Context: an optimization exercise on an open-source flow, tuned for small area, a short achievable clock period and few clock cycles. The choices shown serve that exercise and are no tape-out recipe. In this exercise RTL edits were held to simulation tests only and were not proved equivalent to the original. Power and IR drop assume default switching activity.

Setup of old:
## serial_command_line_parser_top
module serial_command_line_parser_top (
  input  logic        clk,
  input  logic        rst_n,
  input  logic        in_valid,
  output logic        in_ready,
  input  logic [7:0]  in_rx_byte,
  output logic        out_valid,
  input  logic        out_ready,
  output logic [3:0]  out_cmd_code,
  output logic [30:0] out_cmd_arg
);
  function automatic logic chain_hit(input logic [5:0] s, input logic [5:0] c);
    chain_hit =
      ((s == 6'd1) && (c == K_D)) ||   
      ((s == 6'd2) && (c == K_L)) ||
      ((s == 6'd4) && (c == K_E)) ||
      ((s == 6'd16) && (c == K_R)) ||   
      ((s == 6'd33) && (c == K_A)) ||
      ((s == 6'd3) && (c == K_C)) ||
      ((s == 6'd6) && (c == K_K)) ||
      ((s == 6'd24) && (c == K_A)) ||   
      ((s == 6'd49) && (c == K_N)) ||
      ((s == 6'd34) && (c == K_U)) ||
      ((s == 6'd5) && (c == K_A)) ||
      ((s == 6'd10) && (c == K_L)) ||
      ((s == 6'd41) && (c == K_E)) ||   
      ((s == 6'd19) && (c == K_C)) ||
      ((s == 6'd39) && (c == K_A)) ||
      ((s == 6'd15) && (c == K_L)) ||
      ((s == 6'd61) && (c == K_T)) ||   
  ...
==> flow/config.mk <==
export PLATFORM = sky130hd
export DESIGN_NAME = serial_command_line_parser_top
export DESIGN_NICKNAME = serial_command_line_parser_top
export VERILOG_FILES = /design/flow/design.v
export SDC_FILE = /design/flow/constraint.sdc
export NUM_CORES = 4
export LEC_CHECK = 0
export ABC_AREA = 1
export CAP_MARGIN = 20
export CORE_MARGIN = 2
export CORE_UTILIZATION = 40
export SETUP_SLACK_MARGIN = 5
export SLEW_MARGIN = 20
==> flow/constraint.sdc <==
create_clock -name core_clock -period 8.0 [get_ports {clk}]
set_input_delay 1.6000 -clock core_clock [delete_from_list [all_inputs] [get_ports {clk}]]
set_output_delay 1.6000 -clock core_clock [all_outputs]
set_load 0.01 [all_outputs]
standard.sh (not shown) runs the stock make flow with config.mk's settings and CLKGATE_MAP_FILE= SYNTH_SCRIPT=/design/flow/synth_recipe.tcl, a recipe that flattens the netlist after the stock synthesis.
==> flow/flow/run.sh <==
#!/bin/bash
set -euo pipefail
bash standard.sh SETUP_SLACK_MARGIN=5.3 finish > flow_make.log 2>&1
old completed every stage of the flow, and the final layout passed the timing, DRC and antenna checks.
Testbench counts of old, summed over its fixed seeds: cycles 21,597.
Modified inputs, new compared to old
-- flow/design.v --
<<< old, line 4
  localparam logic [ARG_W-1:0] SAT_MAX = {ARG_W{1'b1}};
  localparam logic [5:0] K_NONE  = 6'd10;   
  localparam logic [5:0] K_TAB   = 6'd11;
  localparam logic [5:0] K_SPACE = 6'd12;
  localparam logic [5:0] K_EOL   = 6'd13;
  localparam logic [5:0] K_BS    = 6'd14;
>>> new, line 4
  localparam logic [ARG_W-1:0] SAT_MAX = {ARG_W{1'b1}};
  localparam logic [5:0] K_NONE  = 6'd10;   
  localparam logic [5:0] K_BLANK = 6'd12;
  localparam logic [5:0] K_EOL   = 6'd13;
  localparam logic [5:0] K_BS    = 6'd14;
<<< old, line 80
    else if (f_eol)
      cls = K_EOL;
    else if (c == 8'h20)
      cls = K_SPACE;
    else if (c == 8'h09)
      cls = K_TAB;
    else if (c[7:6] == 2'b01)
      cls = {1'b1, c[4:0]};            
>>> new, line 79
    else if (f_eol)
      cls = K_EOL;
    else if (f_blank)
      cls = K_BLANK;
    else if (c[7:6] == 2'b01)
      cls = {1'b1, c[4:0]};            
<<< old, line 142
      ((s == 6'd46) && (c == K_O)) ||
      ((s == 6'd29) && (c == K_D)) ||
      ((s == 6'd59) && (c == K_SPACE));
  endfunction
  function automatic logic [5:0] start_st(input logic [5:0] c);
>>> new, line 139
      ((s == 6'd46) && (c == K_O)) ||
      ((s == 6'd29) && (c == K_D)) ||
      ((s == 6'd59) && (c == K_BLANK));
  endfunction
  function automatic logic [5:0] start_st(input logic [5:0] c);
<<< old, line 273
        S_M3: begin
          t_st = S_MSP;
          t_ok = (cls_r == K_SPACE);
        end
        S_RST: begin
>>> new, line 270
        S_M3: begin
          t_st = S_MSP;
          t_ok = is_blank;
        end
        S_RST: begin
<<< old, line 430
      v_r   <= core ? t_v : {3'b000, v_r[3] & (v_r[2] | v_r[1])};
    end
    if (live) ld_r <= len_p1;
    if (live && !dig_st) ds_r <= len_p1;
    z0_r <= z0_nxt;
    if (acc_en) acc_r <= acc_d;
>>> new, line 427
      v_r   <= core ? t_v : {3'b000, v_r[3] & (v_r[2] | v_r[1])};
    end
    if (kill) ld_r <= len_p1;
    if (core && !dig_st) ds_r <= len_p1;
    z0_r <= z0_nxt;
    if (acc_en) acc_r <= acc_d;
<<< old, line 454
    else if (pd_sat)
      ls_r <= len_r;
    if (!ov_r) code_r <= hit_code;
  end
endmodule
>>> new, line 451
    else if (pd_sat)
      ls_r <= len_r;
    if (emit) code_r <= hit_code;
  end
endmodule
==> run notes <==
- new finished every stage and its layout cleared the timing, DRC and antenna checks.
- Compared with old, new shows a lower multi-input combinational gate total.
- Per the comparison of new with old, proportion of synthesized chip area in sequential cells has decreased, number of cells on the worst reg-to-reg path -3.
- From old to new the numbers moved as follows: sequential share of power +2.3 points; per-cell via count in the routed design +1.3%; synthesized area +about 0.7%.
- Against old, new comes in 1 higher on critical path depth.
- new does better than old on initial DRC count.
- Compared with old, new shows a lower routed wire length.
Testbench counts of new, summed over its fixed seeds: cycles 21,597.

## what the ideal ports hide
How much do the figures lean on ideal ports? The routed layouts below were timed once more, with nothing changed but the port constraints. Step 1 (the two cells are an assumption about what drives the block):
set clk [get_ports {clk}]
set_driving_cell -lib_cell sky130_fd_sc_hd__clkbuf_16 $clk
set_driving_cell -lib_cell sky130_fd_sc_hd__buf_2 [delete_from_list [all_inputs] $clk]
Step 2 times the ports against the registers' clock, not the clock port: input delays grow and output delays shrink by t, the midpoint of the rising clock arrivals with the driver on. Slacks: ideal ports / drivers / drivers and shift; pairs: ideal ports / drivers.
run | t (ns) | slack for setup (ns) | worst hold slack (ns) | worst setup path at the end | cell pins on the clock port's net
old | 0.408 | 5.319 / 5.272 / 4.958 | 0.500 / 0.500 / 0.500 | input to register | 1
new | 0.408 | 5.271 / 5.225 / 4.990 | 0.499 / 0.499 / 0.499 | input to register | 1
After both steps setup and hold are still met in every run listed. For old, which loses most, drivers alone change the setup slack by -0.047 ns; drivers and shift together by -0.361 ns.
